Source: an optimization exercise on an open RTL-to-GDS flow (aim: small area). Production flows keep margins and buffers that such runs may drop. Where RTL was checked, it was by simulation tests only, not by an equivalence proof against the original.

## mtmp_pow_calc
module mtmp_pow_calc (
  input  logic       clk,
  input  logic       rst_n,
  input  logic       in_vld,
  input  logic [9:0] imoy_i_j,
  input  logic [9:0] imoy_ii_jj,
  input  logic [9:0] divisor,
  input  logic [1:0] pow_sel,
  output logic       out_vld,
  output logic [8:0] mtmp,
  output logic       div0
);
  function automatic logic [8:0] sq_whyb8(input logic [8:0] v);
    logic t1;
    logic t2;
    logic t3;
    logic t4;
    logic t5;
    logic t6;
    logic t7;
    logic t8;
    logic t9;
    logic t10;
    logic t11;
    logic t12;
    logic t13;
    logic t14;
    logic t15;
    logic t16;
    logic t17;
    logic t18;
    logic t19;
    logic t20;
    logic t21;
    logic t22;
    logic t23;
    logic t24;
    logic t25;
    logic t26;
    logic t27;
    logic t28;
    logic t29;
    logic t30;
    logic t31;
    logic t32;
    logic t33;
    logic t34;
    logic t35;
    logic t36;
    logic t37;
    logic t38;
    logic t39;
    logic t40;
    logic t41;
    logic t42;
    logic [17:0] ra, rb, p;
    logic c;
    t1 = (v[0] & v[4]) ^ (v[1] & v[3]) ^ (v[1] & v[2]);
    t2 = ((v[0] & v[4]) & (v[1] & v[3])) | ((v[0] & v[4]) & (v[1] & v[2])) | ((v[1] & v[3]) & (v[1] & v[2]));
    t3 = (v[0] & v[5]) ^ (v[1] & v[4]) ^ (v[3] & ~v[2]);
  ...
export LEC_CHECK = 0
export CAP_MARGIN = 20
export CORE_MARGIN = 2
export CORE_UTILIZATION = 55
export SLEW_MARGIN = 20
create_clock -name core_clock -period 7.0 [get_ports {clk}]
standard.sh (not shown) runs the stock make flow with config.mk's settings and CLKGATE_MAP_FILE= SYNTH_SCRIPT=/design/flow/synth_recipe.tcl, a recipe that flattens the netlist after the stock synthesis.
==> flow/flow/run.sh <==
#!/bin/bash
set -euo pipefail
export MTMP_ABC_SCRIPT="$PWD/flow/abc.script"
export MTMP_REF_SYNTH="$PWD/synth_recipe.tcl"
bash standard.sh \
  "SYNTH_SCRIPT=$PWD/flow/synth.tcl" \
  "BUFFER_PORTS_ARGS=-buffer_cell sky130_fd_sc_hd__buf_1" \
  "CTS_ARGS=-sink_clustering_enable -repair_clock_nets -dont_use_dummy_load -buf_list sky130_fd_sc_hd__clkbuf_8 -root_buf sky130_fd_sc_hd__clkbuf_8 -sink_clustering_buffer sky130_fd_sc_hd__clkbuf_8 -sink_clustering_size 10" \
  finish > standard.log 2>&1
==> flow/flow/abc.script <==
&get -n
&st
&dch
&nf
&put
buffer -c
topo
stime -c
dnsize -c
==> flow/flow/synth.tcl <==
proc abc {args} {
  set i [lsearch -exact $args -script]
  if {$i >= 0} { lset args [expr {$i + 1}] $::env(MTMP_ABC_SCRIPT) }
  yosys abc {*}$args
}
source $::env(MTMP_REF_SYNTH)
The first run finished with timing, DRC and antenna clean.
==> next run, changes <==
--- a/flow/design.v
+++ b/flow/design.v
@@ -206,19 +206,20 @@
   logic q1_s2;
   logic [9:0] r1_s2;
   logic [10:0] st0_s2;
   logic q0_s2;
   logic z_s2;
   logic [8:0] x0_s2;
   logic [8:0] x_q_s3;
   logic [1:0] ps_q_s3;
   logic z_q_s3;
-  logic [8:0] x1_s3;
+  logic [8:0] y1_s3;
+  logic [8:0] y2_s3;
   logic [8:0] x2_s3;
   logic p3_s3;
   logic [8:0] x_q_s4;
   logic z_q_s4;
   logic p3_q_s4;
   logic [8:0] x3_s4;
   logic [3:0] vld_q;
   assign dsub_s0 = {1'b0, imoy_i_j} - {1'b0, imoy_ii_jj};
   assign sub8_s0 = {2'b0, imoy_i_j} - {2'b0, imoy_ii_jj} - {2'b0, divisor};
@@ -246,20 +247,21 @@
   assign q2_s2 = st2_s2[10];
   assign r2_s2 = st2_s2[9:0];
   assign st1_s2 = step_bk(r2_s2, ndv_q_s2);
   assign q1_s2 = st1_s2[10];
   assign r1_s2 = st1_s2[9:0];
   assign st0_s2 = step_bk(r1_s2, ndv_q_s2);
   assign q0_s2 = st0_s2[10];
   assign z_s2 = &ndv_q_s2;
   assign x0_s2 = sat_q_s2 ? 9'h1ff : {q8_q_s2, q7_q_s2, q6_q_s2, q5_q_s2, q4_q_s2, q3_s2, q2_s2, q1_s2, q0_s2};
-  assign x1_s3 = (ps_q_s3 != 2'd0) ? sq_whyb8(x_q_s3) : x_q_s3;
-  assign x2_s3 = ps_q_s3[1] ? sq_whyb8(x1_s3) : x1_s3;
+  assign y1_s3 = sq_whyb8(x_q_s3);
+  assign y2_s3 = sq_whyb8(y1_s3);
+  assign x2_s3 = (ps_q_s3 == 2'd0) ? x_q_s3 : ps_q_s3[1] ? y2_s3 : y1_s3;
   assign p3_s3 = &ps_q_s3;
   assign x3_s4 = p3_q_s4 ? sq_whyb8(x_q_s4) : x_q_s4;
   always_ff @(posedge clk or negedge rst_n)
     if (!rst_n) vld_q <= '0;
     else vld_q <= {vld_q[2:0], in_vld};
   always_ff @(posedge clk) begin
     ndv_q_s1 <= ~divisor;
     ps_q_s1 <= pow_sel;
     sat_q_s1 <= sat_s0;
The new run completed with no timing, DRC or antenna violations.
Global-route usage went up by 1.1 points.
Setup slack gains 0.092 ns.
Clock skew went up by 0.0041 ns.
Clock-buffer cell count does not change.
Cell area went up by a few percent.
Synthesized area went up slightly.
No functional check of the RTL was part of any run of this note.

---

Another version of the RTL of mtmp_pow_calc (not shown whole).
Size in the first run: roughly 1000 cells after synthesis, roughly 46 I/O pins, roughly 9300 sq um of cells after synthesis.
Settings: LEC_CHECK=0, CAP_MARGIN=20, CORE_MARGIN=2, CORE_UTILIZATION=55, SLEW_MARGIN=20; clock period 7.0 ns.
==> flow/flow/abc.script <==
&get -n
&st
&dch
&nf
&put
buffer -c
topo
stime -c
upsize -c
dnsize -c
Scripts as last shown in full above: flow/flow/run.sh, flow/flow/synth.tcl
==> next run, changes <==
--- a/flow/design.v
+++ b/flow/design.v
@@ -241,14 +241,28 @@
     c[8] = cg[17];
     c[9] = cg[13];
     c[10] = cg[18];
     q = cg[11];
     s = p ^ c;
     step_bk = {q, q ? s[9:0] : t[9:0]};
   endfunction
+  function automatic logic [10:0] step_hyb4(input logic [9:0] r, input logic [9:0] ndv);
+    logic [10:0] t, nb, s, c;
+    logic [11:0] d;
+    logic q;
+    t = {r, 1'b0};
+    nb = {1'b1, ndv};
+    c[0] = 1'b1;
+    for (int i = 0; i < 4; i++) begin
+      s[i] = t[i] ^ nb[i] ^ c[i];
+      c[i+1] = (t[i] & nb[i]) | (t[i] & c[i]) | (nb[i] & c[i]);
+    end
+    {q, s[10:4]} = {1'b0, t[10:4]} + {1'b0, nb[10:4]} + {7'd0, c[4]};
+    step_hyb4 = {q, q ? s[9:0] : t[9:0]};
+  endfunction
   logic [10:0] dsub_s0;
   logic [11:0] sub8_s0;
   logic [12:0] ssat_s0;
   logic [9:0] d_s0;
   logic sat_s0;
   logic [9:0] r8_s0;
   logic q8_s0;
@@ -315,15 +329,15 @@
   assign sat_s0 = ~ssat_s0[12] | (divisor == 10'd0);
   assign st7_s0 = step_bk(r8_s0, ~divisor);
   assign q7_s0 = st7_s0[10];
   assign r7_s0 = st7_s0[9:0];
   assign st6_s1 = step_bk(r_q_s1, ndv_q_s1);
   assign q6_s1 = st6_s1[10];
   assign r6_s1 = st6_s1[9:0];
-  assign st5_s1 = step_bk(r6_s1, ndv_q_s1);
+  assign st5_s1 = step_hyb4(r6_s1, ndv_q_s1);
   assign q5_s1 = st5_s1[10];
   assign r5_s1 = st5_s1[9:0];
   assign st4_s1 = step_bk(r5_s1, ndv_q_s1);
   assign q4_s1 = st4_s1[10];
   assign r4_s1 = st4_s1[9:0];
   assign st3_s2 = step_bk(r_q_s2, ndv_q_s2);
   assign q3_s2 = st3_s2[10];
Effect:
- The new run produced a clean layout
- clock-buffer cell count does not change
- non-clock buffer count drops by 7
- routed wire length climbs by 6.0%
- first-iteration DRC count climbs by 10%
- final area drops by 0.63%
- cell count drops by 3.0%
- area after synthesis drops by 1.1%
- hold slack improves by 0.016 ns
- sequential cell count stays the same
- synthesized cell count drops by 3.4%
- global-route usage climbs by 0.85 points
- maximum frequency drops by 2.8%

==> afterwards: timing with drivers on the ports <==
No port has a modelled driver above. Below, the same layouts with a new extraction and two added sets of constraints. Step 1 assumes that a clkbuf_16 drives the clock port and a buf_2 every other input. Step 2, shift: input delay + t, output delay - t, t = (earliest + latest rising clock arrival at the registers) / 2. This alone moves slack from input paths to output paths. a / b / c = ideal ports / drivers / drivers and shift; a / b = the first two.
run	shift t [ns]	slack for setup (ns)	hold slack, ns
the first run of note 1	0.393	0.195 / 0.195 / 0.195	0.332 / 0.332 / 0.332
the second run of note 1	0.383	0.287 / 0.287 / 0.102	0.305 / 0.305 / 0.305
the first run of note 2	0.390	0.462 / 0.462 / 0.457	0.296 / 0.296 / 0.296
the second run of note 2	0.398	0.275 / 0.275 / -0.045	0.312 / 0.312 / 0.312
Met with ideal ports but missed after step 2: setup timing in the second run of note 2. The setup slack of the second run of note 2, which loses most, moves by 0.000 ns with the drivers and by -0.320 ns with both steps.
